This design comes from an exercise in tuning for small area, a short achievable clock period and few clock cycles on the open sky130 flow, not from production work. Only simulation tests tie the RTL to the original design; equivalence was not proved. No activity file was given, so power comes from the tool's default toggle rates.

build 3:
==> flow/design.v <==
`default_nettype none
package tsp_pkg;
	localparam logic [7:0] char_cr = 8'h0d;
	localparam logic [7:0] char_lf = 8'h0a;
	localparam logic [7:0] char_zero = 8'h30;
	localparam logic [7:0] char_nine = 8'h39;
	localparam logic [7:0] char_d = 8'h44;
	localparam logic [7:0] char_n = 8'h4e;
	localparam logic [7:0] char_e = 8'h45;
	localparam logic [7:0] char_o = 8'h4f;
	typedef enum logic [1:0] {
		ps_prolog      = 2'd0,
		ps_coordinates = 2'd1,
		ps_busy        = 2'd2
	} parse_state_t;
	localparam int coord_bits_default = 16;
	localparam int node_addr_bits_default = 4;
endpackage
`default_nettype wire
`timescale 1ns/10ps
`default_nettype none
module tsp_top #(
	parameter int coord_bits = tsp_pkg::coord_bits_default,
	parameter int node_addr_bits = tsp_pkg::node_addr_bits_default
) (
	input  wire                                clk,
	input  wire                                rst,
	input  wire  [7:0]                         specdata,
	input  wire                                has_specdata,
	output logic                               ready_to_read,
	output logic [coord_bits+node_addr_bits:0] tour_length,
	output logic                               tour_valid
);
	localparam int len_bits = coord_bits + node_addr_bits + 1;
	localparam int lo_bits = 11;
	localparam int hi_bits = len_bits - lo_bits;
	localparam logic [2:0] st_hdr_start = 3'd0;  
	localparam logic [2:0] st_hdr_n     = 3'd1;  
	localparam logic [2:0] st_hdr_skip  = 3'd2;  
	localparam logic [2:0] st_hdr_no    = 3'd3;  
	localparam logic [2:0] st_coord     = 3'd4;  
	localparam logic [2:0] st_eof       = 3'd5;  
	logic take;
	logic b_v;          
	logic b_digit;
	logic b_cr;
	logic b_n;
	logic b_o;
	logic b_e;
	logic [3:0] b_d;
	assign take = has_specdata & ready_to_read;
	always_ff @(posedge clk) begin
		if (rst) begin
			ready_to_read <= 1'b0;
			b_v <= 1'b0;
		end else begin
			ready_to_read <= 1'b1;
			b_v <= take && specdata != tsp_pkg::char_lf;
		end
	end
	always_ff @(posedge clk) begin
		b_digit <= (specdata >= tsp_pkg::char_zero) && (specdata <= tsp_pkg::char_nine);
		b_cr <= specdata == tsp_pkg::char_cr;
		b_n <= specdata == tsp_pkg::char_n;
		b_o <= specdata == tsp_pkg::char_o;
		b_e <= specdata == tsp_pkg::char_e;
		b_d <= specdata[3:0];
	end
	logic [2:0] state;
	logic in_num;
	logic [1:0] field_cnt;
	logic first;
	logic close_x;
	logic close_y;
	logic [coord_bits-1:0] acc_s;
	logic [coord_bits-1:0] acc_c;
	logic [coord_bits-1:0] r;
	logic [coord_bits-1:0] fa;
	logic [coord_bits-1:0] fb;
	logic digit;
	logic field_close;
	logic data_leg;
	logic leg;
	logic eof_cr;
	logic in_num_next;
	logic [coord_bits-1:0] row1_a, row1_b, row1_c, row1_s, row1_k;
	logic [coord_bits-1:0] row2_c, row2_s, row2_k;
	assign row1_a = {acc_s[coord_bits-2:0], 1'b0};
	assign row1_b = {acc_c[coord_bits-2:0], 1'b0};
	assign row1_c = {acc_s[coord_bits-4:0], b_d[2:0]};
	assign row1_s = row1_a ^ row1_b ^ row1_c;
	assign row1_k = {(row1_a[coord_bits-2:0] & row1_b[coord_bits-2:0]) |
		(row1_a[coord_bits-2:0] & row1_c[coord_bits-2:0]) |
		(row1_b[coord_bits-2:0] & row1_c[coord_bits-2:0]), 1'b0};
	assign row2_c = {acc_c[coord_bits-4:1], b_d[3], 3'b000};
	assign row2_s = row1_s ^ row1_k ^ row2_c;
	assign row2_k = {(row1_s[coord_bits-2:0] & row1_k[coord_bits-2:0]) |
		(row1_s[coord_bits-2:0] & row2_c[coord_bits-2:0]) |
		(row1_k[coord_bits-2:0] & row2_c[coord_bits-2:0]), 1'b0};
	assign digit = b_v && b_digit && state == st_coord;
	assign field_close = b_v && !b_digit && in_num;
	assign data_leg = state == st_coord && field_close && field_cnt != 2'd0;
	assign leg = data_leg || close_x || close_y;
	assign eof_cr = state == st_eof && b_v && b_cr;
	assign in_num_next = b_v ? digit : in_num;
	always_ff @(posedge clk) begin
		if (rst) begin
			state <= st_hdr_start;
			in_num <= 1'b0;
			field_cnt <= '0;
			first <= 1'b1;
			close_x <= 1'b0;
			close_y <= 1'b0;
		end else begin
			in_num <= in_num_next;
			close_x <= eof_cr;
			close_y <= close_x;
			if (close_y)
				first <= 1'b1;
			else if (data_leg && field_cnt == 2'd2)
				first <= 1'b0;
			if (b_v) begin
				if (field_close)
					field_cnt <= field_cnt + 2'd1;
				if (b_cr)
					field_cnt <= '0;
				case (state)
					st_hdr_start:
						if (b_cr)
							state <= st_hdr_start;
						else if (b_n)
							state <= st_hdr_n;
						else
							state <= st_hdr_skip;
					st_hdr_n:
						if (b_cr)
							state <= st_hdr_start;
						else if (b_o)
							state <= st_hdr_no;
						else
							state <= st_hdr_skip;
					st_hdr_skip:
						if (b_cr)
							state <= st_hdr_start;
					st_hdr_no:
						if (b_cr)
							state <= st_coord;
					st_coord:
						if (b_e)
							state <= st_eof;
					default:
						if (b_cr)
							state <= st_hdr_start;
				endcase
			end
		end
	end
	always_ff @(posedge clk) begin
		if (digit) begin
			acc_s <= row2_s;
			acc_c <= row2_k;
		end else if (!in_num_next) begin
			acc_s <= (eof_cr || close_x) ? fa : '0;
			acc_c <= '0;
		end
		r <= acc_s + acc_c;
	end
	logic leg2;
	logic first2;
	logic [coord_bits-1:0] pa;
	logic [coord_bits-1:0] pb;
	logic [coord_bits:0] diff;
	always_ff @(posedge clk) begin
		if (rst)
			leg2 <= 1'b0;
		else
			leg2 <= leg;
	end
	always_ff @(posedge clk) begin
		first2 <= first && data_leg;
		if (leg2) begin
			pa <= pb;
			pb <= r;
		end
		if (first2)
			fb <= r;
		if (first2 || eof_cr)
			fa <= fb;
	end
	assign diff = {1'b0, r} - {1'b0, pa};
	logic [coord_bits-1:0] mag;
	logic neg;
	logic leg3;
	logic zero3;
	logic carry;
	logic [lo_bits-1:0] total_lo;
	logic [hi_bits-1:0] total_hi;
	logic [lo_bits:0] sum_lo;
	logic [3:0] done_q;
	always_ff @(posedge clk) begin
		if (rst) begin
			leg3 <= 1'b0;
			done_q <= '0;
			tour_valid <= 1'b0;
		end else begin
			leg3 <= leg2;
			done_q <= {done_q[2:0], close_y};
			tour_valid <= done_q[2];
		end
	end
	always_ff @(posedge clk) begin
		mag <= diff[coord_bits-1:0] ^ {coord_bits{diff[coord_bits]}};
		neg <= diff[coord_bits];
		zero3 <= first2;
	end
	logic [lo_bits+1:0] sum_lo_x;
	logic [hi_bits:0] sum_hi_x;
	assign sum_lo_x = {1'b0, total_lo, 1'b1} + {1'b0, mag[lo_bits-1:0], neg};
	assign sum_lo = sum_lo_x[lo_bits+1:1];
	assign sum_hi_x = {total_hi, 1'b1} + {(leg3 ? hi_bits'(mag[coord_bits-1:lo_bits]) : '0), carry};
	always_ff @(posedge clk) begin
		if (leg3 && zero3) begin
			total_lo <= '0;
			total_hi <= '0;
			carry <= 1'b0;
		end else begin
			if (leg3)
				total_lo <= sum_lo[lo_bits-1:0];
			carry <= leg3 && sum_lo[lo_bits];
			total_hi <= sum_hi_x[hi_bits:1];
		end
	end
	assign tour_length = {total_hi, total_lo};
endmodule
`default_nettype wire
Settings: LEC_CHECK=0, ABC_AREA=1, CAP_MARGIN=20, CORE_MARGIN=2, CORE_UTILIZATION=40, CTS_BUF_LIST=sky130_fd_sc_hd__clkbuf_4 sky130_fd_sc_hd__clkbuf_8, SETUP_SLACK_MARGIN=2.6, SLEW_MARGIN=20; clock period 5.0 ns.
standard.sh (not shown) runs the stock make flow with config.mk's settings and CLKGATE_MAP_FILE= SYNTH_SCRIPT=/design/flow/synth_recipe.tcl, a recipe that flattens the netlist after the stock synthesis.
==> flow/flow/run.sh <==
#!/bin/bash
# Layout flow: the standard ORFS flow, with the port buffers inserted
# during global placement made from sky130_fd_sc_hd__buf_2 cells instead of
# the delay-cell buffers buffer_ports picks by default. Everything else is
# the standard flow (standard.sh), including its synthesis.
set -euo pipefail
export BUFFER_PORTS_ARGS="-buffer_cell sky130_fd_sc_hd__buf_2"
bash standard.sh > standard_flow.log 2>&1
Testbench counts of build 3, summed over its fixed seeds: cycles 19,607.
--- input diff build 3..build 10 ---
Settings: removing ABC_AREA (formerly 1).
==> flow/run.sh (new file) <==
#!/bin/bash
# synth_recipe.tcl (not shown) runs the flow's synth.tcl, then flattens the netlist and writes it again
# the make line also repeats each setting of config.mk as NAME=value (left out here)
make -C /OpenROAD-flow-scripts/flow DESIGN_CONFIG=/design/flow/config.mk WORK_HOME=/design/flow/orfs CLKGATE_MAP_FILE= SYNTH_SCRIPT=/design/flow/synth_recipe.tcl finish
removed: flow/flow/run.sh
removed: flow/standard.sh
Findings:
- The post-layout instance area in build 10 sits 2.3% below the value recorded for build 3.
- Wire length per cell (build 10 over build 3): increase, about 16%
- Changes observed in build 10 relative to build 3: cell depth of the worst min-delay path moved down; post-placement cell count moved down; sequential share of layout area moved up; final core utilization moved up; total power of the final layout moved down.
- Path length in cells of the critical path ended up 4 higher on build 10 than on build 3.
Relative to build 10, the following input files were edited for build 42:
Settings: setting ABC_AREA to 1 for the first time; changing SETUP_SLACK_MARGIN from 2.6 to 3.0.
==> flow/flow/run.sh (new file) <==
#!/bin/bash
# Layout flow: the standard ORFS flow, with the port buffers inserted
# during global placement made from sky130_fd_sc_hd__buf_2 cells instead of
# the delay-cell buffers buffer_ports picks by default. Everything else is
# the standard flow (standard.sh), including its synthesis.
set -euo pipefail
export BUFFER_PORTS_ARGS="-buffer_cell sky130_fd_sc_hd__buf_2"
bash standard.sh > standard_flow.log 2>&1
==> flow/standard.sh (new file) <==
#!/bin/bash
# synth_recipe.tcl (not shown) runs the flow's synth.tcl, then flattens the netlist and writes it again
# the make line also repeats each setting of config.mk as NAME=value (left out here)
make -C /OpenROAD-flow-scripts/flow DESIGN_CONFIG=/design/flow/config.mk WORK_HOME=/design/flow/orfs CLKGATE_MAP_FILE= SYNTH_SCRIPT=/design/flow/synth_recipe.tcl "${@:-finish}"
removed: flow/run.sh
Findings:
Looking at area of all placed cells without fillers, build 42 sits above build 10.
Compare build 10 and build 42 | highest net fanout along the worst path higher: build 10
In the tables for build 10 and build 42, effective utilization at floorplan reads higher with build 10.
From build 10 to build 42 the numbers moved as follows: routed wire length went up by 16%; clock-buffer cell count up 1; wire length the detailed router placed on met1 higher; clock network power share saw a decrease.
> inputs changed (build 42 -> build 59)
Settings: a change of CORE_UTILIZATION from 40 to 50.
### Flow results
Comparing build 59 against build 42, there is no change at all in number of max-cap violations.
Build 59 vs build 42, instance count: build 59 lower
Delta (build 59 minus build 42): multi-input gate share of the layout cell area went up, number of cells on the critical path saw a decrease, worst vdd rail ir drop went up 38%.
Diff build 42 -> build 59: CTS clock-pin slew for the worst setup and hold paths closely matched the old numbers; combinational share of power decreased by 0.3 points relative to the old numbers.
Post-layout total power: build 59 higher than build 42
Length in cells of the worst reg-to-reg path sits lower in build 59 than in build 42.
In the reports for build 59 and build 42, the smaller final weighted congestion of routability-driven global placement belongs to build 42.
Build 59 vs build 42: routed wire length up
[inputs] build 9 vs build 59
Settings: ABC_AREA: 1 -> unset; SETUP_SLACK_MARGIN: 3.0 -> 2.6; CORE_UTILIZATION: 50 -> 40.
## What came out
- Timing, DRC, antenna: 0 failures across build 59 and build 9
- Measured against build 9, the met2 wirelength from detailed routing of build 59 comes out at 1.3 times the reference value.
- Core box area: higher on build 9
- Number of ordinary inverters in the final layout: lower on build 9
- Run comparison: build 59 startpoint-to-endpoint class of the critical path reg2out; build 9 startpoint-to-endpoint class of the critical path reg2reg

[static timing again, ports no longer ideal]
How much do the figures lean on ideal ports? The routed layouts below were timed once more, with nothing changed but the port constraints. Step 1 sets driving cells, clkbuf_16 on the clock port and buf_2 on the other inputs (assumed; they add their load-dependent delay and slew). Step 2 moves the port delays by t, midway between the first and last clock arrival at a register: inputs arrive t later, outputs are due t later. That takes back most of the time a late clock gives input paths. a / b / c = no drivers / after step 1 / after step 2; a / b = the first two.
run | t (ns) | setup slack, ns | worst setup path after step 2 | worst data-port slew with drivers (ns)
build 3 | 0.483 | 2.926 / 2.899 / 2.926 | register to register | 0.03
build 10 | 0.480 | 2.657 / 2.641 / 2.657 | register to register | 0.03
build 42 | 0.482 | 3.009 / 3.009 / 3.009 | register to register | 0.03
build 59 | 0.491 | 3.048 / 3.010 / 3.076 | register to register | 0.03
build 9 | 0.480 | 2.650 / 2.650 / 2.650 | register to register | 0.03
After both steps every run listed still meets setup and hold.
